Context: an optimization exercise on an open-source flow, tuned for small area, a short achievable clock period and few clock cycles. The choices shown serve that exercise and are no tape-out recipe. RTL that was checked went through simulation tests only; none was proved equivalent to the original. The RTL of run 1 was laid out without a check of its function. No activity file was given, so power comes from the tool's default toggle rates.

===== design/flow/config.mk =====
export PLATFORM = sky130hd
export DESIGN_NAME = ambient_light_backlight_controller
export DESIGN_NICKNAME = ambient_light_backlight_controller
export VERILOG_FILES = /design/flow/design.v
export SDC_FILE = /design/flow/constraint.sdc
export NUM_CORES = 4
export LEC_CHECK = 0
export ABC_AREA = 1
export CAP_MARGIN = 20
export CORE_MARGIN = 2
export CORE_UTILIZATION = 40
export SETUP_SLACK_MARGIN = 2.0
export SLEW_MARGIN = 20

===== design/flow/run.sh =====
#!/bin/bash
# synth_recipe.tcl (not shown) runs the flow's synth.tcl, then flattens the netlist and writes it again
# the make line also repeats each setting of config.mk as NAME=value (left out here)
make -C /OpenROAD-flow-scripts/flow DESIGN_CONFIG=/design/flow/config.mk WORK_HOME=/design/flow/orfs CLKGATE_MAP_FILE= SYNTH_SCRIPT=/design/flow/synth_recipe.tcl finish

===== design/flow/constraint.sdc =====
create_clock -name core_clock -period 10.0 [get_ports {clock}]
set_input_delay 2.0000 -clock core_clock [delete_from_list [all_inputs] [get_ports {clock}]]
set_output_delay 2.0000 -clock core_clock [all_outputs]
set_load 0.01 [all_outputs]

===== design/flow/design.v =====
package als_pkg;
   localparam int LEVEL_W = 10;
   localparam logic [7:0]  ALPHA_UP_RST   = 8'd77;
   localparam logic [7:0]  ALPHA_DOWN_RST = 8'd20;
   localparam logic [9:0]  MIDPOINT_RST   = 10'd50;
   localparam logic [5:0]  BAND_RST       = 6'd6;
   localparam logic [2:0]  SHIFT_RST      = 3'd3;
   localparam logic [9:0]  MIN_LEVEL_RST  = 10'd2;
   localparam logic [9:0]  MAX_LEVEL_RST  = 10'd510;
   localparam logic [7:0]  SLIDER_RST     = 8'd128;
endpackage
module als_div_steps #(
   parameter int STEPS = 4,
   parameter int RW    = 17
) (
   input  logic [16:0]      r_in,
   input  logic [16:0]      d,
   input  logic [STEPS-1:0] n_bits,    
   output logic [16:0]      r_out,
   output logic [STEPS-1:0] q_bits
);
   logic [16:0] r [STEPS+1];
   logic [17:0] t [STEPS];
   logic [18:0] diff [STEPS];
   always_comb begin
      r[0] = r_in;
      for (int s = 0; s < STEPS; s++) begin
         t[s]    = {r[s], n_bits[STEPS-1-s]};
         diff[s] = {1'b0, t[s]} - {2'b00, d};
         q_bits[STEPS-1-s] = !diff[s][18];
         r[s+1]  = diff[s][18] ? t[s][16:0] : diff[s][16:0];
         if (RW + s + 1 < 17) begin
            r[s+1] = r[s+1] & (17'h1ffff >> (16 - RW - s));
         end
      end
      r_out = r[STEPS];
   end
endmodule
module als_mul10 (
   input  logic [9:0]  a,
   input  logic [9:0]  b,
   output logic [19:0] p
);
   logic [19:0] row [10];
   logic [19:0] s [8];
   logic [19:0] c [8];
   function automatic logic [39:0] csa(input logic [19:0] x, input logic [19:0] y,
                                       input logic [19:0] z);
      logic [19:0] sum, cry;
      sum = x ^ y ^ z;
      cry = ((x & y) | (x & z) | (y & z)) << 1;
      csa = {sum, cry};
   endfunction
   always_comb begin
      for (int k = 0; k < 10; k++) begin
         row[k] = b[k] ? (20'(a) << k) : 20'd0;
      end
      {s[0], c[0]} = csa(row[0], row[1], row[2]);
      {s[1], c[1]} = csa(row[3], row[4], row[5]);
      {s[2], c[2]} = csa(row[6], row[7], row[8]);
      {s[3], c[3]} = csa(s[0], c[0], s[1]);
      {s[4], c[4]} = csa(c[1], s[2], c[2]);
      {s[5], c[5]} = csa(s[3], c[3], s[4]);
      {s[6], c[6]} = csa(s[5], c[5], c[4]);
      {s[7], c[7]} = csa(s[6], c[6], row[9]);
   end
   assign p = s[7] + c[7];
endmodule
module als_window (
   input  logic        clock,
   input  logic        reset,
   input  logic        wr_en,
   input  logic        clear,
   input  logic [15:0] wr_data,
   output logic [15:0] median
);
   logic [15:0] win_ff [5];
   logic [2:0]  count_ff;
   logic [2:0]  index_ff;
   logic        below_ff [5][5];
   logic [4:0]  le_new;
   logic [4:0]  valid;
   logic        below [5][5];
   logic [2:0]  rank [5];
   logic [2:0]  k_lo, k_hi;
   logic [15:0] lo, hi;
   logic [16:0] sum;
   always_comb begin
      for (int k = 0; k < 5; k++) begin
         le_new[k] = (win_ff[k] <= wr_data);
      end
   end
   always_ff @(posedge clock) begin
      if (wr_en) begin
         win_ff[index_ff] <= wr_data;
         for (int p = 0; p < 5; p++) begin
            for (int q = p + 1; q < 5; q++) begin
               if (3'(q) == index_ff) begin
                  below_ff[p][q] <= le_new[p];
               end else if (3'(p) == index_ff) begin
                  below_ff[p][q] <= !le_new[q];
               end
            end
         end
      end
   end
   always_ff @(posedge clock) begin
      if (reset) begin
         count_ff <= '0;
         index_ff <= '0;
      end else if (clear) begin
         count_ff <= '0;
         index_ff <= '0;
      end else if (wr_en) begin
         index_ff <= (index_ff == 3'd4) ? 3'd0 : index_ff + 3'd1;
         if (count_ff != 3'd5) begin
            count_ff <= count_ff + 3'd1;
         end
      end
   end
   always_comb begin
      for (int i = 0; i < 5; i++) begin
         valid[i] = (3'(i) < count_ff);
      end
      for (int p = 0; p < 5; p++) begin
         below[p][p] = 1'b0;
         for (int q = p + 1; q < 5; q++) begin
            below[p][q] = below_ff[p][q];
            below[q][p] = !below_ff[p][q];
         end
      end
      for (int i = 0; i < 5; i++) begin
         rank[i] = 3'd0;
         for (int j = 0; j < 5; j++) begin
            if (j != i) begin
               rank[i] = rank[i] + 3'(valid[j] & below[j][i]);
            end
         end
      end
      k_lo = (count_ff - 3'd1) >> 1;
      k_hi = count_ff >> 1;
      lo = '0;
      hi = '0;
      for (int i = 0; i < 5; i++) begin
         if (valid[i] && rank[i] == k_lo) lo = lo | win_ff[i];
         if (valid[i] && rank[i] == k_hi) hi = hi | win_ff[i];
      end
      sum = {1'b0, lo} + {1'b0, hi};
   end
   assign median = sum[16:1];
endmodule
module ambient_light_backlight_controller (
   input  logic       clock,
   input  logic       reset,
   input  logic        req_valid,
   output logic        req_ready,
   input  logic        req_kind,
   input  logic [15:0] req_lux_sample,
   input  logic        req_auto_mode,
   input  logic        req_slider_valid,
   input  logic [7:0]  req_slider_level,
   output logic        rsp_valid,
   input  logic        rsp_ready,
   output logic [9:0]  rsp_backlight_level,
   output logic        rsp_level_written,
   output logic [9:0]  rsp_target_level,
   output logic [15:0] rsp_filtered_lux,
   input  logic       csr_wr_en,
   input  logic [2:0] csr_index,
   input  logic [9:0] csr_wr_data
);
   logic [7:0]  alpha_up_ff, alpha_down_ff;
   logic [9:0]  midpoint_ff;
   logic [5:0]  band_ff;
   logic [2:0]  shift_ff;
   logic [9:0]  min_ff, max_ff;
   logic [20:0]        kdiv_ff;
   logic signed [10:0] span_ff;
   logic [9:0]         span_abs_ff;
   logic        ready_ff;
   logic        req_fire, tick_fire, samp_fire, mode_change;
   logic        last_mode_ff, last_mode_valid_ff;
   logic [7:0]  manual_ff;
   logic [15:0] med_val;
   logic [23:0] filt_ff;
   logic [7:0]  last_slider_ff;
   logic        last_slider_valid_ff;
   logic signed [10:0] offset_ff;
   logic [9:0]  goal_ff;
   logic        goal_valid_ff;
   logic [9:0]  cur_ff;
   logic        cur_valid_ff;
   logic        v1, v2, v3, v4;
   logic        ld1, ld2, ld3, ld4, adv2;
   logic [15:0] med1;
   logic        am1, mc1, sv1;
   logic [7:0]  sw1;
   logic        am2, mc2, cap2;
   logic [7:0]  sw2;
   logic [1:0]  ub;                   
   logic [1:0]  ucnt [2];             
   logic [16:0] urem [2];
   logic [16:0] uden [2];
   logic [9:0]  uxq [2];              
   logic [1:0]  uam, umc, ucap;
   logic [17:0] usprod [2];
   logic        dp, rp;               
   logic [1:0]  u_take, u_done;
   logic        am3, mc3, cap3;
   logic [9:0]  smap3;
   logic [15:0] flux3;
   logic [9:0]  auto3;
   logic        am4;
   logic [9:0]  dest4;
   logic [15:0] flux4;
   assign req_ready   = ready_ff;
   assign req_fire    = req_valid && ready_ff && !reset;
   assign tick_fire   = req_fire && req_kind;
   assign samp_fire   = req_fire && !req_kind;
   assign mode_change = !last_mode_valid_ff || (req_auto_mode != last_mode_ff);
   assign ld4    = !v4 || rsp_ready;
   assign ld3    = !v3 || ld4;
   logic       fin_ok;
   assign fin_ok    = ub[rp] && (ucnt[rp] == 2'd2);
   assign u_done[0] = fin_ok && ld3 && !rp;
   assign u_done[1] = fin_ok && ld3 && rp;
   assign adv2      = v2 && (!ub[dp] || u_done[dp]);
   assign u_take[0] = adv2 && !dp;
   assign u_take[1] = adv2 && dp;
   assign ld2       = !v2 || adv2;
   assign ld1       = !v1 || ld2;
   logic       v1_n, v2_n, v3_n, v4_n, dp_n;
   logic [1:0] ub_n;
   logic [1:0] ucnt_n [2];
   assign v1_n = ld1 ? tick_fire : v1;
   assign v2_n = ld2 ? v1 : v2;
   assign v3_n = ld3 ? fin_ok : v3;
   assign v4_n = ld4 ? v3 : v4;
   assign dp_n = dp ^ adv2;
   always_comb begin
      for (int u = 0; u < 2; u++) begin
         ub_n[u]   = u_take[u] || (ub[u] && !u_done[u]);
         ucnt_n[u] = u_take[u] ? 2'd0 : ((ub[u] && ucnt[u] != 2'd2) ? ucnt[u] + 2'd1 : ucnt[u]);
      end
   end
   always_ff @(posedge clock) begin
      if (reset) begin
         v1 <= 1'b0; v2 <= 1'b0; v3 <= 1'b0; v4 <= 1'b0;
         ub <= 2'b00;
         dp <= 1'b0;
         rp <= 1'b0;
         ready_ff <= 1'b1;
      end else begin
         v1 <= v1_n; v2 <= v2_n; v3 <= v3_n; v4 <= v4_n;
         ub <= ub_n;
         dp <= dp_n;
         rp <= rp ^ (fin_ok && ld3);
         ready_ff <= !v1_n || !v2_n || !ub_n[dp_n]
                  || ((ucnt_n[dp_n] == 2'd2) && (!v3_n || !v4_n));
      end
      ucnt[0] <= ucnt_n[0];
      ucnt[1] <= ucnt_n[1];
   end
   always_ff @(posedge clock) begin
      if (reset) begin
         alpha_up_ff   <= als_pkg::ALPHA_UP_RST;
         alpha_down_ff <= als_pkg::ALPHA_DOWN_RST;
         midpoint_ff   <= als_pkg::MIDPOINT_RST;
         band_ff       <= als_pkg::BAND_RST;
         shift_ff      <= als_pkg::SHIFT_RST;
         min_ff        <= als_pkg::MIN_LEVEL_RST;
         max_ff        <= als_pkg::MAX_LEVEL_RST;
      end else if (csr_wr_en) begin
         case (csr_index)
            3'd0: alpha_up_ff   <= csr_wr_data[7:0];
            3'd1: alpha_down_ff <= csr_wr_data[7:0];
            3'd2: midpoint_ff   <= csr_wr_data;
            3'd3: band_ff       <= csr_wr_data[5:0];
            3'd4: shift_ff      <= csr_wr_data[2:0];
            3'd5: min_ff        <= csr_wr_data;
            3'd6: max_ff        <= csr_wr_data;
            default: begin
            end
         endcase
      end
   end
   logic [19:0] mul_p;
   als_mul10 u_mul (
      .a (v2 ? span_abs_ff : max_ff),
      .b (v2 ? {2'b00, sw2} : midpoint_ff),
      .p (mul_p)
   );
   assign span_ff = $signed({1'b0, max_ff}) - $signed({1'b0, min_ff});
   always_ff @(posedge clock) begin
      if (!v2) begin
         kdiv_ff <= {1'b0, mul_p} + {11'd0, midpoint_ff} - 21'd1;
      end
      span_abs_ff <= span_ff[10] ? 10'(-span_ff) : span_ff[9:0];
   end
   als_window u_window (
      .clock   (clock),
      .reset   (reset),
      .wr_en   (samp_fire),
      .clear   (tick_fire && mode_change),
      .wr_data (req_lux_sample),
      .median  (med_val)
   );
   always_ff @(posedge clock) begin
      if (reset) begin
         last_mode_valid_ff <= 1'b0;
         manual_ff          <= als_pkg::SLIDER_RST;
      end else if (tick_fire) begin
         last_mode_ff       <= req_auto_mode;
         last_mode_valid_ff <= 1'b1;
         if (!req_auto_mode && req_slider_valid) begin
            manual_ff <= req_slider_level;
         end
      end
   end
   always_ff @(posedge clock) begin
      if (ld1) begin
         med1 <= mode_change ? 16'h0000 : med_val;
         am1  <= req_auto_mode;
         mc1  <= mode_change;
         sv1  <= req_slider_valid;
         sw1  <= (req_auto_mode || req_slider_valid) ? req_slider_level : manual_ff;
      end
   end
   logic [24:0] ema_err;
   logic        ema_fall;
   logic [7:0]  ema_alpha;
   logic [31:0] ema_e32;
   logic [31:0] ema_row [9];
   logic [31:0] ema_s [7];
   logic [31:0] ema_c [7];
   logic [31:0] ema_acc;
   logic [23:0] filt_new;
   function automatic logic [63:0] csa(input logic [31:0] a, input logic [31:0] b,
                                       input logic [31:0] c);
      logic [31:0] s, k;
      s = a ^ b ^ c;
      k = ((a & b) | (a & c) | (b & c)) << 1;
      csa = {s, k};
   endfunction
   assign ema_err   = {1'b0, med1, 8'h00} - {1'b0, filt_ff};
   assign ema_fall  = (med1 < filt_ff[23:8]) || ((med1 == filt_ff[23:8]) && (filt_ff[7:0] != 8'd0));
   assign ema_alpha = ema_fall ? alpha_down_ff : alpha_up_ff;
   assign ema_e32   = {{7{ema_err[24]}}, ema_err};
   always_comb begin
      for (int k = 0; k < 8; k++) begin
         ema_row[k] = ema_alpha[k] ? (ema_e32 << k) : 32'd0;
      end
      ema_row[8] = {filt_ff, {8{ema_fall}}};
      {ema_s[0], ema_c[0]} = csa(ema_row[0], ema_row[1], ema_row[2]);
      {ema_s[1], ema_c[1]} = csa(ema_row[3], ema_row[4], ema_row[5]);
      {ema_s[2], ema_c[2]} = csa(ema_row[6], ema_row[7], ema_row[8]);
      {ema_s[3], ema_c[3]} = csa(ema_s[0], ema_c[0], ema_s[1]);
      {ema_s[4], ema_c[4]} = csa(ema_c[1], ema_s[2], ema_c[2]);
      {ema_s[5], ema_c[5]} = csa(ema_s[3], ema_c[3], ema_s[4]);
      {ema_s[6], ema_c[6]} = csa(ema_s[5], ema_c[5], ema_c[4]);
   end
   assign ema_acc  = ema_s[6] + ema_c[6];
   assign filt_new = mc1 ? 24'd0 : ema_acc[31:8];
   logic ls_valid_in;
   logic cap1;
   assign ls_valid_in = !mc1 && last_slider_valid_ff;
   assign cap1        = sv1 && ls_valid_in && (sw1 != last_slider_ff);
   always_ff @(posedge clock) begin
      if (v1 && ld2) begin
         filt_ff <= filt_new;
         if (sv1) begin
            last_slider_ff       <= sw1;
            last_slider_valid_ff <= 1'b1;
         end else begin
            last_slider_valid_ff <= ls_valid_in;
         end
      end
      if (ld2) begin
         am2    <= am1;
         mc2    <= mc1;
         cap2   <= cap1;
         sw2    <= sw1;
      end
   end
   logic [20:0] x2;
   logic [16:0] d2;
   logic [16:0] rem2_out;
   logic [1:0]  q2_bits;
   assign x2 = kdiv_ff + {5'd0, filt_ff[23:8]} + {20'd0, filt_ff[7]};
   assign d2 = {1'b0, filt_ff[23:8]} + {7'd0, midpoint_ff} + {16'd0, filt_ff[7]};
   als_div_steps #(.STEPS(2), .RW(11)) u_div_a (
      .r_in   ({6'd0, x2[20:10]}),
      .d      (d2),
      .n_bits (x2[9:8]),
      .r_out  (rem2_out),
      .q_bits (q2_bits)
   );
   logic [16:0] u_rout [2];
   logic [2:0]  u_q [2];
   for (genvar g = 0; g < 2; g++) begin : g_unit
      als_div_steps #(.STEPS(3)) u_steps (
         .r_in   (urem[g]),
         .d      (uden[g]),
         .n_bits (uxq[g][9:7]),
         .r_out  (u_rout[g]),
         .q_bits (u_q[g])
      );
      always_ff @(posedge clock) begin
         if (u_take[g]) begin
            urem[g]   <= {4'd0, rem2_out[12:0]};
            uden[g]   <= d2;
            uxq[g]    <= {x2[7:0], q2_bits};
            uam[g]    <= am2;
            umc[g]    <= mc2;
            ucap[g]   <= cap2;
            usprod[g] <= mul_p[17:0];
         end else if (ub[g] && ucnt[g] != 2'd2) begin
            urem[g] <= u_rout[g];
            uxq[g]  <= {uxq[g][6:0], u_q[g]};
         end
      end
   end
   logic [9:0]  c_f;
   logic [16:0] den_f;
   logic [17:0] sprod_f;
   logic        am_f, mc_f, cap_f;
   assign c_f     = {uxq[rp][7:0], u_q[rp][2:1]};
   assign den_f   = uden[rp];
   assign sprod_f = usprod[rp];
   assign am_f    = uam[rp];
   assign mc_f    = umc[rp];
   assign cap_f   = ucap[rp];
   logic [10:0] slider_ab;
   logic [2:0]  slider_k;
   logic [9:0]  smap_q;
   logic [9:0]  smap_f;
   assign slider_ab = {1'b0, sprod_f[17:8]} + {3'd0, sprod_f[7:0]};
   assign slider_k  = 3'(slider_ab >= 11'd255) + 3'(slider_ab >= 11'd510)
                    + 3'(slider_ab >= 11'd765) + 3'(slider_ab >= 11'd1020);
   assign smap_q    = sprod_f[17:8] + {7'd0, slider_k};
   assign smap_f    = span_ff[10] ? (min_ff - smap_q) : (min_ff + smap_q);
   logic [15:0] flux_f;
   logic        auto_low;
   assign flux_f   = 16'(den_f - {7'd0, midpoint_ff});
   assign auto_low = (flux_f == 16'd0) || (span_ff < $signed({1'b0, c_f}));
   always_ff @(posedge clock) begin
      if (ld3) begin
         am3   <= am_f;
         mc3   <= mc_f;
         cap3  <= cap_f;
         smap3 <= smap_f;
         flux3 <= am_f ? flux_f : 16'd0;
         auto3 <= auto_low ? min_ff : (max_ff - c_f);
      end
   end
   logic signed [10:0] off_in;
   logic signed [12:0] tgt_sum;
   logic               tgt_below, tgt_above;
   logic [9:0]         tgt;
   logic signed [13:0] dist_sum;
   logic signed [10:0] dist_min, dist_max;
   logic               far_sum, far_min, far_max;
   logic               goal_move;
   logic [9:0]         goal_new;
   assign off_in   = mc3 ? 11'sd0 : offset_ff;
   assign tgt_sum  = cap3 ? $signed({3'b000, smap3})
                          : ($signed({3'b000, auto3}) + {{2{off_in[10]}}, off_in});
   assign tgt_below = tgt_sum < $signed({3'b000, min_ff});
   assign tgt_above = tgt_sum > $signed({3'b000, max_ff});
   assign tgt       = tgt_below ? min_ff : (tgt_above ? max_ff : tgt_sum[9:0]);
   assign dist_sum = $signed({tgt_sum[12], tgt_sum}) - $signed({4'b0000, goal_ff});
   assign dist_min = $signed({1'b0, min_ff}) - $signed({1'b0, goal_ff});
   assign dist_max = $signed({1'b0, max_ff}) - $signed({1'b0, goal_ff});
   assign far_sum  = (dist_sum > $signed({8'd0, band_ff})) || (dist_sum < -$signed({8'd0, band_ff}));
   assign far_min  = (dist_min > $signed({5'd0, band_ff})) || (dist_min < -$signed({5'd0, band_ff}));
   assign far_max  = (dist_max > $signed({5'd0, band_ff})) || (dist_max < -$signed({5'd0, band_ff}));
   assign goal_move = mc3 || !goal_valid_ff
                   || (tgt_below ? far_min : (tgt_above ? far_max : far_sum));
   assign goal_new  = goal_move ? tgt : goal_ff;
   always_ff @(posedge clock) begin
      if (v3 && ld4) begin
         goal_ff       <= goal_new;
         goal_valid_ff <= 1'b1;
         offset_ff     <= cap3 ? ($signed({1'b0, smap3}) - $signed({1'b0, auto3})) : off_in;
      end
      if (ld4) begin
         am4   <= am3;
         dest4 <= am3 ? goal_new : smap3;
         flux4 <= flux3;
      end
   end
   logic       up4;
   logic [9:0] ramp_dist;
   logic [9:0] ramp_raw;
   logic [9:0] ramp_step;
   logic [9:0] cur_new;
   logic       cur_moves;
   assign up4       = dest4 > cur_ff;
   assign cur_moves = !cur_valid_ff || (cur_ff != dest4);
   assign ramp_dist = up4 ? (dest4 - cur_ff) : (cur_ff - dest4);
   assign ramp_raw  = ramp_dist >> shift_ff;
   assign ramp_step = (ramp_raw == 10'd0) ? 10'd1 : ramp_raw;
   always_comb begin
      if (!cur_valid_ff || !am4) begin
         cur_new = dest4;
      end else if (cur_ff == dest4) begin
         cur_new = cur_ff;
      end else if (up4) begin
         cur_new = cur_ff + ramp_step;
      end else begin
         cur_new = cur_ff - ramp_step;
      end
   end
   always_ff @(posedge clock) begin
      if (reset) begin
         cur_valid_ff <= 1'b0;
      end else if (v4 && rsp_ready) begin
         cur_valid_ff <= 1'b1;
      end
      if (v4 && rsp_ready) begin
         cur_ff <= cur_new;
      end
   end
   assign rsp_valid           = v4;
   assign rsp_backlight_level = cur_new;
   assign rsp_level_written   = cur_moves;
   assign rsp_target_level    = dest4;
   assign rsp_filtered_lux    = flux4;
endmodule

==> notes.md, run 1 <==
status - complete, no violations
First DRT Iteration DRCs - 3632
ys async rst share - 0%
path depth of the worst reg2reg path - 42
Critical Path Stages - 42
gr ovfl total - 0
Die Area - 0.132 mm^2
Worst-Skew Late Latency - 0.67 ns
mux contribution to synthesized area - 0.390%
endpoints failing setup - 0
Crit path arrival time - 5.86 ns
Core ar. - 0.128 mm^2
Synth Area in Adders - 25.6%
RR Endpoint - smap3[9]
worst reg2reg setup slack - 2.34 ns
synth top area cells - edfxtp_1 23%, ha_1 15%, fa_1 11%
Post-Route WL - 155 mm
number of synthesized register bits - 504
Critical Path End Type - output port
vias in the first global route - 42500
Yosys top cell area share - 23.4%
sequential area share after synthesis - 27.4%
Worst setup SP type - flop
Top Family by Delay on Critical Path - simple AND/OR/NAND/NOR gates
crit path capture - rsp_backlight_level[9]
critical path class - reg -> out
power density over the cells - 308 mW/mm^2
predominant post-synthesis flop cell - edfxtp_1
Cells after Synth - 6439
global-route wire length before repair - 239 mm
Max Root-Sink Buffers - 3
DR vias/cell - 5.30
CP Launch Point - dest4[0]
synth cell count leaders - 1220 x nand2_1, 1079 x inv_1, 605 x ha_1
max incr delay on CP - 0.46 ns
worst vdd rail ir drop - 0.431 mV
Area after DPL - 0.0543 mm^2
num ports - 84
post-route cell area - 0.0582 mm^2
main combinational cell family by area after synthesis - adder cells
CTS H-tree lvls - 3
crit path max fanout - 4
cell taking the most area after synthesis - edfxtp_1
row count - 131
largest net degree at the start of global routing - 67
Num CTS Buffers - 66
Tot Pwr - 17900 uW
final hold violation count - 0
syn_nets - 7371
WP data required - 8.00 ns
Simple-Gate Fraction of Synth Area - 18.7%
Min Hold Slack - 0.415 ns
number of max-cap violations - 0
CTS sink cnt - 504
Routability Congestion - 0.940
Starting Density - 40.4%
xor/xnor share of the synthesized area - 5.45%
DRC Markers - 0
1st-pass router iterations - 6
Detail Route Antenna Nets - 0
RR Startpoint - rp
Total GRT Usage - 23.1%
Worst-Margin Slew - 1.10 ns
Syn-to-layout area delta - 12.9%
Final nets - 7539
HP Class - reg -> reg
Synth Area in Compound Gates - 13.4%
overall die height - 363 um
Final min period - 7.86 ns
pins over their slew limit - 0
clock tree from TritonCTS - built
post-synthesis area per instance - 8.01 um^2
fin crit share - 78.6%
Ys Warns - 37
Slowest-stage cell, CP - edfxtp_1
Cell variety after synth - 74
HPWL after DPL - 123 mm
Reg clk slew, reported paths - 0.08 ns
RSZ-0062 raised after global routing - true
Die X - 363 um
worst rel slew slack - 26.5%
share of layout cells above drive strength 1 - 8.36%
DR WL/cell - 18.6 um
Static Leak - 0.0275 uW
setup TNS - 0 ns
Peak Freq - 0.127 GHz
Mapped Area - 0.0516 mm^2
clk_skew - 0.0468 ns
most common cell in the netlist - nand2_1
count of port buffers added during placement - 83
CP Buf/Inv Count - 6
Vias - 44100
CTS root buffer - clkbuf_16
initial antenna violation count - 2
number of flops mapped to enable cells by yosys - 402
-- cells by family after synthesis --
family | count (synthesis)
DFF | 504
muxes | 19
buffers and inverters | 1219
and+or+nand+nor | 2288
adders and majority gates | 887
xor gates and xnor gates | 319
AOI/OAI and AO/OA | 1203
-- power breakdown --
part           switching (uW)  internal, uW  total, uW  leakage [uW]
Clock                    1030          1340       2370       0.00103
Sequential                158          2960       3120       0.00473
Combinational            7660          4780      12400        0.0218
Total                    8840          9090      17900        0.0275
-- how the worst min path moves through the flow --
stage | from | end | slack [ns] | cells after the start
floorplan | am1 | am2 | 0.40 | 0
global placement | am1 | am2 | 0.40 | 0
detailed placement | flux3[10] | flux4[10] | 0.41 | 0
CTS | flux3[15] | flux4[15] | 0.41 | 0
global route | am1 | am2 | 0.42 | 0
finish | flux3[15] | flux4[15] | 0.41 | 0
-- worst reg2reg max path, delay by kind of cell, from the launching register on --
family | cells | cell delay (ns)
buf+inv | 11 | 0.99
compound gates | 12 | 1.79
simple gates | 9 | 1.20
fa+ha+maj | 6 | 2.34
flops | 1 | 0.41
xor+xnor | 4 | 0.66
-- metal layers --
metal  global-route usage (%)  wire [um]  vias to the layer above
met5                        0         13                        -
met3                     2.72       8920                      229
met4                     7.41       4690                        2
met1                     32.7      71700                    21000
li1                         -          -                    21600
met2                     36.9      69700                     1292
-- per-stage QoR --
step           utilization (%)  setup WS (ns)  cells
2_1_floorplan                -           2.48   6439
3_3_place_gp              42.5           1.70   8104
3_5_place_dp              42.5           1.68   8105
4_1_cts                   44.3           1.87   8229
5_1_grt                   45.6           1.68   8322
6_report                  45.6           2.14   8322
-- area by class of cell --
cell class                      count  area, um^2
Timing Repair inverter              1        7.51
Antenna cell                        1        2.50
Inverter                         1103        4220
Fill cell                       12700       69600
Clock inverter                     41         402
Sequential cell                   504       14100
Clock buffer                       79        1740
Timing Repair Buffer              212        1890
Multi-Input combinational cell   4719       33800
Tap cell                         1662        2080
-- sequential cells by signal (all words and copies together) (netlist names), 16 cells and up --
| register | count |
|---|---|
| urem | 34 |
| u_window.win_ff | 80 |
| flux3 | 16 |
| flux4 | 16 |
| usprod | 36 |
| uxq | 20 |
| uden | 34 |
| med1 | 16 |
| kdiv_ff | 21 |
| filt_ff | 24 |
-- cells in the final DEF (no fill, tap or decap), drive strengths merged, types with 52 or more instances in the layout --
master         count
ha               605
nand3            293
inv             1086
a21oi            508
o211ai            52
xnor2             85
dfxtp            102
nand2           1248
clkbuf            80
o21ai            401
fa               282
buf              130
nor3              63
edfxtp           402
nor2             537
clkdlybuf4s50     80
xor2             234
-- timing repair --
action / in CTS / in global routing
gates cloned: 0 / 4
gates resized for setup: 47 / 210
pin swaps: 2 / 76
hold buffers: 0 / 0
setup buffers: 4 / 86
endpoints found under the setup margin: 51 / 65
==> inputs of run 2 (changes only) <==
--- a/design/flow/design.v
+++ b/design/flow/design.v
@@ -386,11 +386,11 @@
    logic [16:0] d2;
    logic [16:0] rem2_out;
-   logic [1:0]  q2_bits;
+   logic [0:0]  q2_bits;
    assign x2 = kdiv_ff + {5'd0, filt_ff[23:8]} + {20'd0, filt_ff[7]};
    assign d2 = {1'b0, filt_ff[23:8]} + {7'd0, midpoint_ff} + {16'd0, filt_ff[7]};
-   als_div_steps #(.STEPS(2), .RW(11)) u_div_a (
+   als_div_steps #(.STEPS(1), .RW(11)) u_div_a (
       .r_in   ({6'd0, x2[20:10]}),
       .d      (d2),
-      .n_bits (x2[9:8]),
+      .n_bits (x2[9]),
       .r_out  (rem2_out),
       .q_bits (q2_bits)
@@ -408,7 +408,7 @@
       always_ff @(posedge clock) begin
          if (u_take[g]) begin
-            urem[g]   <= {4'd0, rem2_out[12:0]};
+            urem[g]   <= {5'd0, rem2_out[11:0]};
             uden[g]   <= d2;
-            uxq[g]    <= {x2[7:0], q2_bits};
+            uxq[g]    <= {x2[8:0], q2_bits};
             uam[g]    <= am2;
             umc[g]    <= mc2;
@@ -425,5 +425,5 @@
    logic [17:0] sprod_f;
    logic        am_f, mc_f, cap_f;
-   assign c_f     = {uxq[rp][7:0], u_q[rp][2:1]};
+   assign c_f     = {uxq[rp][6:0], u_q[rp]};
    assign den_f   = uden[rp];
    assign sprod_f = usprod[rp];
==> notes.md, run 2 <==
Synth Area in Compound Gates - 13.5% (was 13.4%)
Die Area - 0.130 mm^2 (was 0.132 mm^2)
Detail Route Antenna Nets - 0 (unchanged)
Reg clk slew, reported paths - 0.06 ns (was 0.08 ns)
HPWL after DPL - 126 mm (was 123 mm)
max FFs per register - 80 (unchanged)
hold_buf cts - 0 (unchanged)
Starting Density - 40.2% (was 40.4%)
CTS sink cnt - 504 (unchanged)
post-synthesis area per instance - 8.06 um^2 (was 8.01 um^2)
ant diodes - 0 (was 1)
Final min period - 7.87 ns (was 7.86 ns)
num ports - 84 (unchanged)
Final nets - 7439 (was 7539)
Die X - 361 um (was 363 um)
Slowest-stage cell, CP - edfxtp_1 (unchanged)
worst rel slew slack - 27.0% (was 26.5%)
path depth of the worst reg2reg path - 31 (was 42)
Top Family by Delay on Critical Path - simple AND/OR/NAND/NOR gates (unchanged)
max incr delay on CP - 0.46 ns (about the same)
largest register by flop count - u_window.win_ff (unchanged)
power density over the cells - 315 mW/mm^2 (was 308 mW/mm^2)
sequential area share after synthesis - 27.6% (was 27.4%)
Worst setup SP type - flop (unchanged)
row count - 131 (unchanged)
number of synthesized register bits - 504 (unchanged)
cell taking the most area after synthesis - edfxtp_1 (unchanged)
Cells after Synth - 6332 (was 6439)
setup TNS - 0 ns (unchanged)
endpoints failing setup - 0 (unchanged)
clock tree from TritonCTS - built (unchanged)
critical path class - reg -> out (unchanged)
Critical Path End Type - output port (unchanged)
Tot Pwr - 18200 uW (was 17900 uW)
number of flops mapped to enable cells by yosys - 400 (was 402)
predominant post-synthesis flop cell - edfxtp_1 (unchanged)
crit path max fanout - 7 (was 4)
Static Leak - 0.0272 uW (was 0.0275 uW)
Vias - 43600 (was 44100)
Post-Route WL - 156 mm (was 155 mm)
most common cell after layout, fill and taps aside - nand2_1 (unchanged)
count of port buffers added during placement - 83 (unchanged)
Largest regs - u_window.win_ff (80), usprod (36) (unchanged)
First DRT Iteration DRCs - 3272 (was 3632)
HP Class - reg -> reg (unchanged)
clk_skew - 0.0304 ns (was 0.0468 ns)
Max Root-Sink Buffers - 3 (unchanged)
Critical Path Stages - 43 (was 42)
Worst-Margin Slew - 1.10 ns (about the same)
syn_nets - 7250 (was 7371)
Mapped Area - 0.0510 mm^2 (was 0.0516 mm^2)
Hold Path Stages - 0 (unchanged)
final hold violation count - 0 (unchanged)
xor/xnor share of the synthesized area - 5.30% (was 5.45%)
Cell variety after synth - 78 (was 74)
Worst-Skew Late Latency - 0.70 ns (was 0.67 ns)
largest net degree at the start of global routing - 57 (was 67)
share of layout cells above drive strength 1 - 9.34% (was 8.36%)
CP Buf/Inv Count - 7 (was 6)
number of max-cap violations - 0 (unchanged)
Synth Area in Adders - 25.5% (was 25.6%)
initial antenna violation count - 3 (was 2)
RSZ-0062 raised after global routing - true (unchanged)
DR WL/cell - 19.0 um (was 18.6 um)
DRC Markers - 0 (unchanged)
Peak Freq - 0.127 GHz (about the same)
synth top area cells - edfxtp_1 24%, ha_1 15%, fa_1 11% (was edfxtp_1 23%, ha_1 15%, fa_1 11%)
mux contribution to synthesized area - 0.589% (was 0.390%)
CTS H-tree lvls - 2 (was 3)
worst vdd rail ir drop - 0.756 mV (was 0.431 mV)
status - complete, no violations (unchanged)
overall die height - 361 um (was 363 um)
commonest cells after routing, fill and taps aside - 1101 x nand2_1, 1076 x inv_1, 569 x ha_1 (was 1184 x nand2_1, 1053 x inv_1, 586 x ha_1)
fin crit share - 78.7% (was 78.6%)
Num CTS Buffers - 60 (was 66)
pins over their slew limit - 0 (unchanged)
global-route wire length before repair - 241 mm (was 239 mm)
Routability Congestion - 0.954 (was 0.940)
Syn-to-layout area delta - 13.1% (was 12.9%)
gr ovfl total - 0 (unchanged)
main combinational cell family by area after synthesis - adder cells (unchanged)
Yosys top cell area share - 23.5% (was 23.4%)
Total GRT Usage - 23.4% (was 23.1%)
most used cell, CP - nand2_1
Min Hold Slack - 0.418 ns (was 0.415 ns)
1st-pass router iterations - 6 (unchanged)
fill cell count - 12500 (was 12700)
Core ar. - 0.127 mm^2 (was 0.128 mm^2)
synth cell count leaders - 1145 x nand2_1, 1107 x inv_1, 592 x ha_1 (was 1220 x nand2_1, 1079 x inv_1, 605 x ha_1)
DR vias/cell - 5.30 (about the same)
most common cell in the netlist - nand2_1 (unchanged)
Ys Warns - 37 (unchanged)
Crit path arrival time - 5.87 ns (was 5.86 ns)
Simple-Gate Fraction of Synth Area - 18.2% (was 18.7%)
CTS root buffer - clkbuf_16 (unchanged)
vias in the first global route - 42600 (was 42500)
WP data required - 8.00 ns (about the same)
ys async rst share - 0% (unchanged)
[run 2: changes by cell type in the layout (fill, tap and decap cells not counted), sizes merged, moves of 17 or more]
cell,previous run,this run
buf,130,147
nand2,1248,1164
a21oi,508,482
o211ai,52,29
nand4,44,65
o221ai,21,38
nand3,293,250
a221oi,5,33
nor2,537,555
inv,1086,1121
[run 2: cells by family after synthesis]
group           after synthesis
mux                          29
compound gates             1189
fa+ha+maj                   873
xor+xnor                    308
buf+inv                    1230
flops                       504
simple gates               2199
[run 2: layout make-up]
class	count	area, um^2	area share (%)
multi-input combinational	4598	33200	57.6
sequential	504	14100	24.4
inverter	1124	4270	7.40
tap	1662	2080	3.60
timing repair buffer	229	1960	3.40
clock buffer	64	1530	2.64
clock inverter	50	515	0.893
timing repair inverter	4	30.0	0.0520
[run 2: repair_timing]
item                                    4_1_cts  5_1_grt
cloned                                        3        1
gates resized for setup                      75      225
pin swaps                                     6       96
endpoints found under the setup margin       30       41
buffers inserted                             31       68
[run 2: stage by stage]
| step | cell area [um^2] | setup WS (ns) | std cells | util, % |
|---|---|---|---|---|
| floorplan | 51000 | 2.38 | 6332 | - |
| global placement | 53900 | 1.40 | 8018 | 42.4 |
| detailed placement | 53900 | 1.34 | 8018 | 42.4 |
| CTS | 56400 | 1.81 | 8166 | 44.4 |
| global route | 57700 | 1.74 | 8235 | 45.4 |
| finish | 57700 | 2.13 | 8235 | 45.4 |
[run 2: layer usage]
layer	share of wire [%]	global-route usage (%)
met1	43	30.4
met3	5.4	2.69
met4	3.5	7.41
met5	0.0083	0
met2	48	40.7
[run 2: final timing paths]
check	startpoint	endpoint	slack, ns
max	dest4[7]	rsp_backlight_level[9]	2.13
min	flux3[3]	flux4[3]	0.42
min reg2reg	flux3[3]	flux4[3]	0.42
max reg2reg	v2	kdiv_ff[20]	2.46
[run 2: power by group]
| part | leakage, uW | internal [uW] | switching (uW) | total (uW) |
|---|---|---|---|---|
| clock | 0.000986 | 1300 | 1010 | 2320 |
| combinational | 0.0215 | 4680 | 8120 | 12800 |
| sequential | 0.00473 | 2940 | 161 | 3100 |
Testbench counts of run 2, summed over its fixed seeds: cycles 3,925.
==> inputs of run 3 (changes only) <==
--- a/design/flow/design.v
+++ b/design/flow/design.v
@@ -175,5 +175,5 @@
    logic [2:0]  shift_ff;
    logic [9:0]  min_ff, max_ff;
-   logic [20:0]        kdiv_ff;
+   logic [19:0]        kdiv_ff;
    logic signed [10:0] span_ff;
    logic [9:0]         span_abs_ff;
@@ -197,5 +197,5 @@
    logic [7:0]  sw1;
    logic        am2, mc2, cap2;
-   logic [7:0]  sw2;
+   logic [17:0] sprod2;
    logic [1:0]  ub;                   
    logic [1:0]  ucnt [2];             
@@ -204,5 +204,5 @@
    logic [9:0]  uxq [2];              
    logic [1:0]  uam, umc, ucap;
-   logic [17:0] usprod [2];
+   logic [9:0]  usmap [2];
    logic        dp, rp;               
    logic [1:0]  u_take, u_done;
@@ -287,12 +287,12 @@
    logic [19:0] mul_p;
    als_mul10 u_mul (
-      .a (v2 ? span_abs_ff : max_ff),
-      .b (v2 ? {2'b00, sw2} : midpoint_ff),
+      .a (v1 ? span_abs_ff : max_ff),
+      .b (v1 ? {2'b00, sw1} : midpoint_ff),
       .p (mul_p)
    );
    assign span_ff = $signed({1'b0, max_ff}) - $signed({1'b0, min_ff});
    always_ff @(posedge clock) begin
-      if (!v2) begin
-         kdiv_ff <= {1'b0, mul_p} + {11'd0, midpoint_ff} - 21'd1;
+      if (!v1) begin
+         kdiv_ff <= mul_p;
       end
       span_abs_ff <= span_ff[10] ? 10'(-span_ff) : span_ff[9:0];
@@ -380,5 +380,5 @@
          mc2    <= mc1;
          cap2   <= cap1;
-         sw2    <= sw1;
+         sprod2 <= mul_p[17:0];
       end
    end
@@ -387,5 +387,6 @@
    logic [16:0] rem2_out;
    logic [0:0]  q2_bits;
-   assign x2 = kdiv_ff + {5'd0, filt_ff[23:8]} + {20'd0, filt_ff[7]};
+   assign x2 = {1'b0, kdiv_ff} + {11'd0, midpoint_ff} + {5'd0, filt_ff[23:8]}
+             + {20'd0, filt_ff[7]} - 21'd1;
    assign d2 = {1'b0, filt_ff[23:8]} + {7'd0, midpoint_ff} + {16'd0, filt_ff[7]};
    als_div_steps #(.STEPS(1), .RW(11)) u_div_a (
@@ -396,4 +397,13 @@
       .q_bits (q2_bits)
    );
+   logic [10:0] slider_ab;
+   logic [2:0]  slider_k;
+   logic [9:0]  smap_q;
+   logic [9:0]  smap2;
+   assign slider_ab = {1'b0, sprod2[17:8]} + {3'd0, sprod2[7:0]};
+   assign slider_k  = 3'(slider_ab >= 11'd255) + 3'(slider_ab >= 11'd510)
+                    + 3'(slider_ab >= 11'd765) + 3'(slider_ab >= 11'd1020);
+   assign smap_q    = sprod2[17:8] + {7'd0, slider_k};
+   assign smap2    = span_ff[10] ? (min_ff - smap_q) : (min_ff + smap_q);
    logic [16:0] u_rout [2];
    logic [2:0]  u_q [2];
@@ -414,5 +424,5 @@
             umc[g]    <= mc2;
             ucap[g]   <= cap2;
-            usprod[g] <= mul_p[17:0];
+            usmap[g]  <= smap2;
          end else if (ub[g] && ucnt[g] != 2'd2) begin
             urem[g] <= u_rout[g];
@@ -423,21 +433,10 @@
    logic [9:0]  c_f;
    logic [16:0] den_f;
-   logic [17:0] sprod_f;
    logic        am_f, mc_f, cap_f;
    assign c_f     = {uxq[rp][6:0], u_q[rp]};
    assign den_f   = uden[rp];
-   assign sprod_f = usprod[rp];
    assign am_f    = uam[rp];
    assign mc_f    = umc[rp];
    assign cap_f   = ucap[rp];
-   logic [10:0] slider_ab;
-   logic [2:0]  slider_k;
-   logic [9:0]  smap_q;
-   logic [9:0]  smap_f;
-   assign slider_ab = {1'b0, sprod_f[17:8]} + {3'd0, sprod_f[7:0]};
-   assign slider_k  = 3'(slider_ab >= 11'd255) + 3'(slider_ab >= 11'd510)
-                    + 3'(slider_ab >= 11'd765) + 3'(slider_ab >= 11'd1020);
-   assign smap_q    = sprod_f[17:8] + {7'd0, slider_k};
-   assign smap_f    = span_ff[10] ? (min_ff - smap_q) : (min_ff + smap_q);
    logic [15:0] flux_f;
    logic        auto_low;
@@ -449,5 +448,5 @@
          mc3   <= mc_f;
          cap3  <= cap_f;
-         smap3 <= smap_f;
+         smap3 <= usmap[rp];
          flux3 <= am_f ? flux_f : 16'd0;
          auto3 <= auto_low ? min_ff : (max_ff - c_f);
--- a/design/flow/config.mk
+++ b/design/flow/config.mk
@@ -7,7 +7,7 @@
 export LEC_CHECK = 0
 export ABC_AREA = 1
-export CAP_MARGIN = 20
+export CAP_MARGIN = 5
 export CORE_MARGIN = 2
 export CORE_UTILIZATION = 40
 export SETUP_SLACK_MARGIN = 2.0
-export SLEW_MARGIN = 20
+export SLEW_MARGIN = 5
==> notes.md, run 3 <==
Die X - 357 um (was 361 um)
largest register by flop count - u_window.win_ff (unchanged)
Critical Path End Type - output port (unchanged)
hold_buf cts - 0 (unchanged)
Mapped Area - 0.0500 mm^2 (was 0.0510 mm^2)
Ys Warns - 37 (unchanged)
status - complete, no violations (unchanged)
overall die height - 357 um (was 361 um)
Total GRT Usage - 23.6% (was 23.4%)
WP data required - 8.00 ns (about the same)
post-synthesis area per instance - 8.13 um^2 (was 8.06 um^2)
Starting Density - 40.4% (was 40.2%)
count of port buffers added during placement - 83 (unchanged)
hold-critical path endpoint - flux4[13] (was flux4[3])
predominant post-synthesis flop cell - edfxtp_1 (unchanged)
largest net degree at the start of global routing - 67 (was 57)
crit path max fanout - 9 (was 7)
ant diodes - 0 (unchanged)
post-route cell area - 0.0564 mm^2 (was 0.0577 mm^2)
DR WL/cell - 19.1 um (was 19.0 um)
CTS sink cnt - 497 (was 504)
Worst setup SP type - flop (unchanged)
Yosys top cell area share - 23.6% (was 23.5%)
CTS H-tree lvls - 2 (unchanged)
Cells after Synth - 6148 (was 6332)
Final nets - 7239 (was 7439)
CP Buf/Inv Count - 6 (was 7)
path depth of the worst reg2reg path - 28 (was 31)
most common cell in the netlist - inv_1 (was nand2_1)
RR Startpoint - filt_ff[21] (was v2)
Post-Route WL - 153 mm (was 156 mm)
Core ar. - 0.124 mm^2 (was 0.127 mm^2)
Final min period - 7.84 ns (was 7.87 ns)
post-place setup slack - 1.11 ns (was 1.34 ns)
number of flops mapped to enable cells by yosys - 393 (was 400)
Cell variety after synth - 67 (was 78)
most used cell, CP - nand2_2 (was nand2_1)
final hold violation count - 0 (unchanged)
Max Root-Sink Buffers - 3 (unchanged)
Area after DPL - 0.0528 mm^2 (was 0.0539 mm^2)
First DRT Iteration DRCs - 3616 (was 3272)
Detail Route Antenna Nets - 0 (unchanged)
power density over the cells - 278 mW/mm^2 (was 315 mW/mm^2)
number of synthesized register bits - 497 (was 504)
global-route wire length before repair - 236 mm (was 241 mm)
HPWL after DPL - 120 mm (was 126 mm)
RSZ-0062 raised after global routing - true (unchanged)
Min Hold Slack - 0.419 ns (was 0.418 ns)
clock tree from TritonCTS - built (unchanged)
clk_skew - 0.0587 ns (was 0.0304 ns)
worst vdd rail ir drop - 0.242 mV (was 0.756 mV)
number of max-cap violations - 0 (unchanged)
Peak Freq - 0.128 GHz (was 0.127 GHz)
Num CTS Buffers - 61 (was 60)
sequential area share after synthesis - 27.8% (was 27.6%)
share of layout cells above drive strength 1 - 7.84% (was 9.34%)
HP Class - reg -> reg (unchanged)
1st-pass router iterations - 6 (unchanged)
critical path class - reg -> out (unchanged)
cell taking the most area after synthesis - edfxtp_1 (unchanged)
synth cell count leaders - 1074 x inv_1, 1067 x nand2_1, 593 x ha_1 (was 1145 x nand2_1, 1107 x inv_1, 592 x ha_1)
Reg clk slew, reported paths - 0.06 ns (about the same)
num ports - 84 (unchanged)
worst rel slew slack - 19.4% (was 27.0%)
Worst-Margin Slew - 1.21 ns (was 1.10 ns)
vias in the first global route - 41400 (was 42600)
Syn-to-layout area delta - 13.0% (was 13.1%)
row count - 129 (was 131)
Vias - 42600 (was 43600)
max FFs per register - 80 (unchanged)
max incr delay on CP - 0.51 ns (was 0.46 ns)
Worst-Skew Late Latency - 0.71 ns (was 0.70 ns)
commonest cells after routing, fill and taps aside - 1055 x inv_1, 1042 x nand2_1, 564 x ha_1 (was 1101 x nand2_1, 1076 x inv_1, 569 x ha_1)
Die Area - 0.128 mm^2 (was 0.130 mm^2)
setup TNS - 0 ns (unchanged)
hold path startpoint - flux3[13] (was flux3[3])
DRC Markers - 0 (unchanged)
Hold Path Stages - 0 (unchanged)
syn_nets - 7075 (was 7250)
fin crit share - 78.4% (was 78.7%)
ys async rst share - 0% (unchanged)
gr ovfl total - 0 (unchanged)
Slowest-stage cell, CP - edfxtp_1 (unchanged)
fill cell count - 12100 (was 12500)
Static Leak - 0.0266 uW (was 0.0272 uW)
DR vias/cell - 5.33 (was 5.30)
RR Endpoint - filt_ff[23] (was kdiv_ff[20])
CP Launch Point - cur_ff[3] (was dest4[7])
endpoints failing setup - 0 (unchanged)
Setup WS post-layout - 2.16 ns (was 2.13 ns)
Routability Congestion - 0.953 (was 0.954)
initial antenna violation count - 4 (was 3)
Largest regs - u_window.win_ff (80), uden (34), urem (34) (was u_window.win_ff (80), usprod (36))
synth top area cells - edfxtp_1 24%, ha_1 15%, fa_1 12% (was edfxtp_1 24%, ha_1 15%, fa_1 11%)
pins over their slew limit - 0 (unchanged)
most common cell after layout, fill and taps aside - inv_1 (was nand2_1)
worst reg2reg setup slack - 2.41 ns (was 2.46 ns)
Crit path arrival time - 5.84 ns (was 5.87 ns)
CTS root buffer - clkbuf_16 (unchanged)
Top Family by Delay on Critical Path - simple AND/OR/NAND/NOR gates (unchanged)
## run 3: kinds of logic after synthesis
kind of cell	count (synthesis)	share of synthesized area, %
adders and majority gates	882	26.4
xor gates and xnor gates	291	5.12
AOI/OAI and AO/OA	1175	13.6
DFF	497	27.8
muxes	26	0.543
and+or+nand+nor	2079	17.4
buffers and inverters	1198	9.13
## run 3: worst max path at each step
stage	to	slack, ns	depth (start not counted)
after floorplan	auto3[8]	2.83	48
after global placement	auto3[8]	1.18	46
after detailed placement	auto3[8]	1.11	46
after CTS	rsp_backlight_level[9]	1.95	39
after global routing	auto3[8]	1.84	48
final	rsp_backlight_level[9]	2.16	38
## run 3: report_power, final
part	internal (uW)	total (uW)	switching [uW]
clock	1340	2340	1000
combinational	3840	10400	6580
sequential	2790	2940	155
total	7970	15700	7740
## run 3: timing repair
action / in CTS / in global routing
resized for setup: 75 / 153
buffers inserted: 22 / 51
pin swaps: 19 / 56
cloned: 4 / 1
setup endpoints to repair: 41 / 40
## run 3: through the flow
step	power, uW	utilization, %	std cells
5_1_grt	17100	45.6	8002
4_1_cts	15300	44.7	7950
3_5_place_dp	12800	42.7	7808
6_report	15700	45.6	8002
3_3_place_gp	12600	42.7	7808
2_1_floorplan	10100	-	6148
## run 3: layout make-up
| class | instances | area (um^2) | share of cell area, % |
|---|---|---|---|
| inverters | 1092 | 4140 | 7.34 |
| clock inverters | 44 | 513 | 0.909 |
| multi-input cells | 4456 | 32500 | 57.5 |
| flip-flops and latches | 497 | 13900 | 24.6 |
| well taps | 1637 | 2050 | 3.63 |
| clock buffers | 72 | 1600 | 2.83 |
| repair inverters | 2 | 15.0 | 0.0266 |
| repair buffers | 202 | 1790 | 3.18 |
## run 3: per-layer routing
layer,vias to the layer above,part of all wire [%],global-route usage (%)
li1,20700,-,-
met1,20300,44,31.8
met2,1380,46,39.0
met3,246,6.9,3.30
met4,0,3.5,7.77
met5,-,0,0
Testbench counts of run 3, summed over its fixed seeds: cycles 3,925.
==> inputs of run 4 (changes only) <==
--- a/design/flow/config.mk
+++ b/design/flow/config.mk
@@ -7,7 +7,8 @@
 export LEC_CHECK = 0
 export ABC_AREA = 1
-export CAP_MARGIN = 5
+export CAP_MARGIN = 20
 export CORE_MARGIN = 2
 export CORE_UTILIZATION = 40
+export PLACE_DENSITY = 0.85
 export SETUP_SLACK_MARGIN = 2.0
-export SLEW_MARGIN = 5
+export SLEW_MARGIN = 20
==> notes.md, run 4 <==
number of flops mapped to enable cells by yosys - 393 (unchanged)
RR Startpoint - uden[1][11] (was filt_ff[21])
First DRT Iteration DRCs - 4656 (was 3616)
max FFs per register - 80 (unchanged)
most common cell in the netlist - inv_1 (unchanged)
initial antenna violation count - 1 (was 4)
DR WL/cell - 18.2 um (was 19.1 um)
DRC Markers - 0 (unchanged)
Largest regs - u_window.win_ff (80), uden (34), urem (34) (unchanged)
Die Area - 0.128 mm^2 (unchanged)
largest net degree at the start of global routing - 59 (was 67)
WP data required - 8.00 ns (about the same)
Peak Freq - 0.125 GHz (was 0.128 GHz)
Critical Path End Type - output port (unchanged)
final hold violation count - 0 (unchanged)
1st-pass router iterations - 9 (was 6)
Static Leak - 0.0265 uW (was 0.0266 uW)
Cell variety after synth - 67 (unchanged)
fin crit share - 80.1% (was 78.4%)
HPWL after DPL - 113 mm (was 120 mm)
Cells after Synth - 6148 (unchanged)
synth top area cells - edfxtp_1 24%, ha_1 15%, fa_1 12% (unchanged)
num ports - 84 (unchanged)
post-route cell area - 0.0559 mm^2 (was 0.0564 mm^2)
Max Root-Sink Buffers - 3 (unchanged)
share of layout cells above drive strength 1 - 6.97% (was 7.84%)
main combinational cell family by area after synthesis - adder cells (unchanged)
pins over their slew limit - 0 (unchanged)
Yosys top cell area share - 23.6% (unchanged)
Worst-Skew Late Latency - 0.68 ns (was 0.71 ns)
sequential area share after synthesis - 27.8% (unchanged)
xor/xnor share of the synthesized area - 5.12% (unchanged)
mux contribution to synthesized area - 0.543% (unchanged)
ant diodes - 0 (unchanged)
Tot Pwr - 15500 uW (was 15700 uW)
CTS H-tree lvls - 2 (unchanged)
gr ovfl total - 0 (unchanged)
endpoints failing setup - 0 (unchanged)
hold-critical path endpoint - flux4[15] (was flux4[13])
clock tree from TritonCTS - built (unchanged)
CP Buf/Inv Count - 8 (was 6)
vias in the first global route - 43100 (was 41400)
Ys Warns - 37 (unchanged)
clk_skew - 0.0365 ns (was 0.0587 ns)
M2 GR Usage - 36.5% (was 39.0%)
hold path startpoint - flux3[15] (was flux3[13])
Worst-Margin Slew - 1.09 ns (was 1.21 ns)
Syn-to-layout area delta - 12.0% (was 13.0%)
Simple-Gate Fraction of Synth Area - 17.4% (unchanged)
Crit path arrival time - 6.01 ns (was 5.84 ns)
HP Class - reg -> reg (unchanged)
largest register by flop count - u_window.win_ff (unchanged)
status - complete, no violations (unchanged)
Num CTS Buffers - 59 (was 61)
critical path class - reg -> out (unchanged)
Worst setup SP type - flop (unchanged)
Synth Area in Compound Gates - 13.6% (unchanged)
Vias - 44100 (was 42600)
Detail Route Antenna Nets - 0 (unchanged)
power density over the cells - 276 mW/mm^2 (was 278 mW/mm^2)
worst reg2reg setup slack - 2.25 ns (was 2.41 ns)
number of synthesized register bits - 497 (unchanged)
Core ar. - 0.124 mm^2 (unchanged)
Reg clk slew, reported paths - 0.06 ns (about the same)
overall die height - 357 um (unchanged)
number of max-cap violations - 0 (unchanged)
Die X - 357 um (unchanged)
DR vias/cell - 5.52 (was 5.33)
Post-Route WL - 145 mm (was 153 mm)
Synth Area in Adders - 26.4% (unchanged)
max incr delay on CP - 0.47 ns (was 0.51 ns)
worst vdd rail ir drop - 0.251 mV (was 0.242 mV)
most used cell, CP - nor2_1 (was nand2_2)
worst rel slew slack - 26.6% (was 19.4%)
Routability Congestion - 0.983 (was 0.953)
Hold Path Stages - 0 (unchanged)
synth cell count leaders - 1074 x inv_1, 1067 x nand2_1, 593 x ha_1 (unchanged)
row count - 129 (unchanged)
predominant post-synthesis flop cell - edfxtp_1 (unchanged)
Slowest-stage cell, CP - edfxtp_1 (unchanged)
hold_buf cts - 0 (unchanged)
global-route wire length before repair - 226 mm (was 236 mm)
post-synthesis area per instance - 8.13 um^2 (unchanged)
met3 global-route usage - 4.36% (was 3.30%)
Mapped Area - 0.0500 mm^2 (unchanged)
Final nets - 7218 (was 7239)
Top Family by Delay on Critical Path - simple AND/OR/NAND/NOR gates (unchanged)
RSZ-0062 raised after global routing - true (unchanged)
crit path max fanout - 11 (was 9)
Final min period - 8.01 ns (was 7.84 ns)
commonest cells after routing, fill and taps aside - 1058 x inv_1, 1043 x nand2_1, 578 x ha_1 (was 1055 x inv_1, 1042 x nand2_1, 564 x ha_1)
Top Usage Layer GRT - met2 (unchanged)
most common cell after layout, fill and taps aside - inv_1 (unchanged)
setup TNS - 0 ns (unchanged)
RR Endpoint - auto3[8] (was filt_ff[23])
cell taking the most area after synthesis - edfxtp_1 (unchanged)
path depth of the worst reg2reg path - 47 (was 28)
syn_nets - 7075 (unchanged)
Area after DPL - 0.0527 mm^2 (was 0.0528 mm^2)
Total GRT Usage - 22.1% (was 23.6%)
count of port buffers added during placement - 83 (unchanged)
CTS root buffer - clkbuf_16 (unchanged)
M1 GR Usage - 27.9% (was 31.8%)
ys async rst share - 0% (unchanged)
Starting Density - 40.4% (unchanged)
CTS sink cnt - 497 (unchanged)
==> run 4: cell counts after synthesis <==
Identical to the previous run, type by type.
==> run 4: how the worst max path moves through the flow <==
stage	start	endpoint	slack [ns]	cells after the start
6_report	dest4[0]	rsp_backlight_level[8]	1.99	36
5_1_grt	dest4[0]	rsp_backlight_level[9]	1.58	34
4_1_cts	uden[0][13]	auto3[8]	1.89	45
3_5_place_dp	uden[0][13]	auto3[8]	1.29	45
3_3_place_gp	uden[1][11]	auto3[8]	1.47	46
2_1_floorplan	uden[0][11]	auto3[8]	2.83	48
==> run 4: through the flow <==
step           util, %  cells  setup slack (ns)  hold WS (ns)
5_1_grt           45.2   7978              1.58         0.425
4_1_cts           44.5   7933              1.89         0.421
6_report          45.2   7978              1.99         0.418
2_1_floorplan        -   6148              2.83         0.400
3_3_place_gp      42.6   7803              1.47         0.406
3_5_place_dp      42.6   7803              1.29         0.407
==> run 4: report_power, final <==
part	switching (uW)	leakage, uW	internal, uW
combinational	6420	0.0209	3830
clock	964	0.000964	1310
sequential	149	0.00469	2790
==> run 4: final cells by class <==
class / instances / area, um^2
Fill cell: 11600 / 67900
Multi-Input combinational cell: 4456 / 32300
Sequential cell: 497 / 13900
Inverter: 1092 / 4120
Tap cell: 1637 / 2050
Timing Repair Buffer: 184 / 1600
Clock buffer: 67 / 1560
Clock inverter: 44 / 463
Timing Repair inverter: 1 / 7.51
==> run 4: logic make-up after synthesis <==
group           after synthesis
flops                       497
fa+ha+maj                   882
simple gates               2079
buf+inv                    1198
mux                          26
xor+xnor                    291
compound gates             1175
==> run 4: routing by layer <==
layer	vias to the layer above	part of all wire (%)
met5	-	0.0069
met4	2	5.3
met3	490	9.7
met2	2182	46
met1	20700	39
li1	20700	-
==> run 4: timing repair <==
item | 4_1_cts | 5_1_grt
resized for setup | 59 | 127
buffers inserted | 17 | 42
pin swaps | 17 | 57
cloned | 2 | 2
endpoints found under the setup margin | 25 | 49
==> inputs of run 5 (changes only) <==
--- a/design/flow/config.mk
+++ b/design/flow/config.mk
@@ -10,5 +10,4 @@
 export CORE_MARGIN = 2
 export CORE_UTILIZATION = 40
-export PLACE_DENSITY = 0.85
 export SETUP_SLACK_MARGIN = 2.0
 export SLEW_MARGIN = 20
==> notes.md, run 5 <==
Vias - 42600 (was 44100)
Routability Congestion - 0.953 (was 0.983)
CTS root buffer - clkbuf_16 (unchanged)
commonest cells after routing, fill and taps aside - 1055 x inv_1, 1046 x nand2_1, 571 x ha_1 (was 1058 x inv_1, 1043 x nand2_1, 578 x ha_1)
most common cell in the netlist - inv_1 (unchanged)
1st-pass router iterations - 6 (was 9)
First DRT Iteration DRCs - 3675 (was 4656)
Num CTS Buffers - 60 (was 59)
CTS sink cnt - 497 (unchanged)
clk_skew - 0.0507 ns (was 0.0365 ns)
hold_buf cts - 0 (unchanged)
clock tree from TritonCTS - built (unchanged)
sw frac - 49.4% (was 48.7%)
syn_nets - 7075 (unchanged)
Top Family by Delay on Critical Path - simple AND/OR/NAND/NOR gates (unchanged)
CTS H-tree lvls - 2 (unchanged)
Crit path arrival time - 5.79 ns (was 6.01 ns)
sequential area share after synthesis - 27.8% (unchanged)
number of synthesized register bits - 497 (unchanged)
synth top area cells - edfxtp_1 24%, ha_1 15%, fa_1 12% (unchanged)
P_sw - 7670 uW (was 7530 uW)
largest net degree at the start of global routing - 67 (was 59)
Detail Route Antenna Nets - 0 (unchanged)
cell taking the most area after synthesis - edfxtp_1 (unchanged)
status - complete, no violations (unchanged)
Seq pwr share - 18.9% (was 19.0%)
max incr delay on CP - 0.63 ns (was 0.47 ns)
Starting Density - 40.4% (unchanged)
Static Leak - 0.0266 uW (was 0.0265 uW)
Mapped Area - 0.0500 mm^2 (unchanged)
Core ar. - 0.124 mm^2 (unchanged)
CP Buf/Inv Count - 4 (was 8)
Finished Core Util - 45.3% (was 45.2%)
most common cell after layout, fill and taps aside - inv_1 (unchanged)
number of max-cap violations - 0 (unchanged)
RSZ-0062 raised after global routing - true (unchanged)
synth cell count leaders - 1074 x inv_1, 1067 x nand2_1, 593 x ha_1 (unchanged)
Final min period - 7.79 ns (was 8.01 ns)
Peak Freq - 0.128 GHz (was 0.125 GHz)
Final nets - 7231 (was 7218)
ant diodes - 0 (unchanged)
Cells after Synth - 6148 (unchanged)
Internal - 7860 uW (was 7920 uW)
post-synthesis area per instance - 8.13 um^2 (unchanged)
Die X - 357 um (unchanged)
fin crit share - 77.9% (was 80.1%)
Critical Path End Type - output port (unchanged)
row count - 129 (unchanged)
Ys Warns - 37 (unchanged)
number of flops mapped to enable cells by yosys - 393 (unchanged)
DR WL/cell - 19.0 um (was 18.2 um)
Worst-Margin Slew - 1.22 ns (was 1.09 ns)
WP data required - 8.00 ns (about the same)
Slowest-stage cell, CP - clkdlybuf4s50_1 (was edfxtp_1)
largest register by flop count - u_window.win_ff (unchanged)
predominant post-synthesis flop cell - edfxtp_1 (unchanged)
Worst-Skew Late Latency - 0.70 ns (was 0.68 ns)
Comb pwr share - 66.6% (was 66.3%)
Reg clk slew, reported paths - 0.06 ns (about the same)
gr ovfl total - 0 (unchanged)
Max Root-Sink Buffers - 3 (unchanged)
DRC Markers - 0 (unchanged)
HP Class - reg -> reg (unchanged)
clock power share - 14.5% (was 14.7%)
HPWL after DPL - 121 mm (was 113 mm)
Die Area - 0.128 mm^2 (unchanged)
Largest regs - u_window.win_ff (80), uden (34), urem (34) (unchanged)
Cell variety after synth - 67 (unchanged)
count of port buffers added during placement - 83 (unchanged)
pins over their slew limit - 0 (unchanged)
share of layout cells above drive strength 1 - 7.38% (was 6.97%)
Total GRT Usage - 23.6% (was 22.1%)
global-route wire length before repair - 235 mm (was 226 mm)
setup TNS - 0 ns (unchanged)
initial antenna violation count - 5 (was 1)
worst vdd rail ir drop - 0.257 mV (was 0.251 mV)
Worst setup SP type - flop (unchanged)
DR vias/cell - 5.33 (was 5.52)
crit path max fanout - 8 (was 11)
Post-Route WL - 152 mm (was 145 mm)
ys async rst share - 0% (unchanged)
critical path class - reg -> out (unchanged)
final hold violation count - 0 (unchanged)
power density over the cells - 277 mW/mm^2 (was 276 mW/mm^2)
most used cell, CP - nand2_2 (was nor2_1)
num ports - 84 (unchanged)
overall die height - 357 um (unchanged)
Syn-to-layout area delta - 12.3% (was 12.0%)
Yosys top cell area share - 23.6% (unchanged)
worst rel slew slack - 18.4% (was 26.6%)
endpoints failing setup - 0 (unchanged)
vias in the first global route - 41300 (was 43100)
max FFs per register - 80 (unchanged)
-- run 5: cell counts after synthesis --
Identical to the previous run, type by type.
-- run 5: through the flow --
| step | worst slack [ns] | area [um^2] | power [uW] | instances | hold slack, ns |
|---|---|---|---|---|---|
| 4_1_cts | 2.00 | 55300 | 15200 | 7950 | 0.426 |
| 6_report | 2.21 | 56100 | 15500 | 7993 | 0.423 |
| 3_5_place_dp | 1.11 | 52800 | 12800 | 7809 | 0.412 |
| 3_3_place_gp | 1.18 | 52800 | 12600 | 7808 | 0.408 |
| 5_1_grt | 1.73 | 56100 | 17000 | 7993 | 0.440 |
| 2_1_floorplan | 2.83 | 50000 | 10100 | 6148 | 0.400 |
-- run 5: power groups by stage --
stage / Sequential (uW) / Clock (uW) / Combinational (uW)
3_3_place_gp: 2980 / 0 / 9670
2_1_floorplan: 2910 / 0 / 7180
3_5_place_dp: 2980 / 0 / 9810
6_report: 2940 / 2250 / 10300
5_1_grt: 2960 / 2370 / 11600
4_1_cts: 2930 / 2290 / 9990
-- run 5: timing repair --
| item | CTS | global route |
|---|---|---|
| pin swaps | 21 | 46 |
| endpoints found under the setup margin | 41 | 44 |
| gates cloned | 4 | 1 |
| buffers inserted | 23 | 41 |
| resized for setup | 76 | 123 |
-- run 5: layout make-up --
| cell class | instances | area, um^2 |
|---|---|---|
| Fill cell | 12200 | 67700 |
| Tap cell | 1637 | 2050 |
| Timing Repair inverter | 2 | 15.0 |
| Clock buffer | 71 | 1570 |
| Sequential cell | 497 | 13900 |
| Multi-Input combinational cell | 4456 | 32300 |
| Inverter | 1092 | 4140 |
| Clock inverter | 43 | 439 |
| Timing Repair Buffer | 195 | 1720 |
-- run 5: cell families after synthesis --
logic type      Yosys count  share of synthesized area (%)
compound gates         1175                           13.6
xor+xnor                291                           5.12
fa+ha+maj               882                           26.4
buf+inv                1198                           9.13
flops                   497                           27.8
mux                      26                          0.543
simple gates           2079                           17.4
-- run 5: path summary, 6_finish.rpt --
path / start / endpoint / slack (ns) / depth (start not counted)
max reg2reg: uden[0][13] / auto3[8] / 2.27 / 47
min reg2reg: flux3[14] / flux4[14] / 0.42 / 0
max: cur_ff[3] / rsp_backlight_level[7] / 2.21 / 33
min: flux3[14] / flux4[14] / 0.42 / 0
-- run 5: metal layers --
| metal | part of all wire [%] | vias to the layer above | track usage, % |
|---|---|---|---|
| li1 | - | 20700 | - |
| met1 | 44 | 20200 | 31.7 |
| met2 | 46 | 1405 | 38.7 |
| met3 | 6.9 | 274 | 3.44 |
| met4 | 3.7 | 2 | 8.55 |
| met5 | 0.0085 | - | 0 |

## static timing again, ports no longer ideal
The results above use ideal ports. As a check the final layouts listed here were re-extracted and re-timed, cells and wires unchanged. Step 1 sets driving cells, clkbuf_16 on the clock port and buf_2 on the other inputs (assumed; they add their load-dependent delay and slew). Step 2, shift: input delay + t, output delay - t, t = (earliest + latest rising clock arrival at the registers) / 2. This alone moves slack from input paths to output paths. a / b / c = ideal ports / drivers / drivers and shift; a / b = the first two.
run | shift t [ns] | setup WS [ns] | hold WS [ns] | worst setup path after step 2
run 1 | 0.726 | 2.137 / 2.064 / 2.340 | 0.415 / 0.415 / 0.415 | register to register
run 2 | 0.750 | 2.127 / 2.058 / 2.456 | 0.418 / 0.418 / 0.418 | register to register
run 3 | 0.752 | 2.159 / 2.090 / 2.414 | 0.419 / 0.419 / 0.419 | register to register
run 4 | 0.737 | 1.994 / 1.923 / 2.246 | 0.418 / 0.418 / 0.418 | register to register
run 5 | 0.740 | 2.207 / 2.138 / 2.271 | 0.423 / 0.423 / 0.423 | register to register
After both steps setup and hold are still met in every run listed.
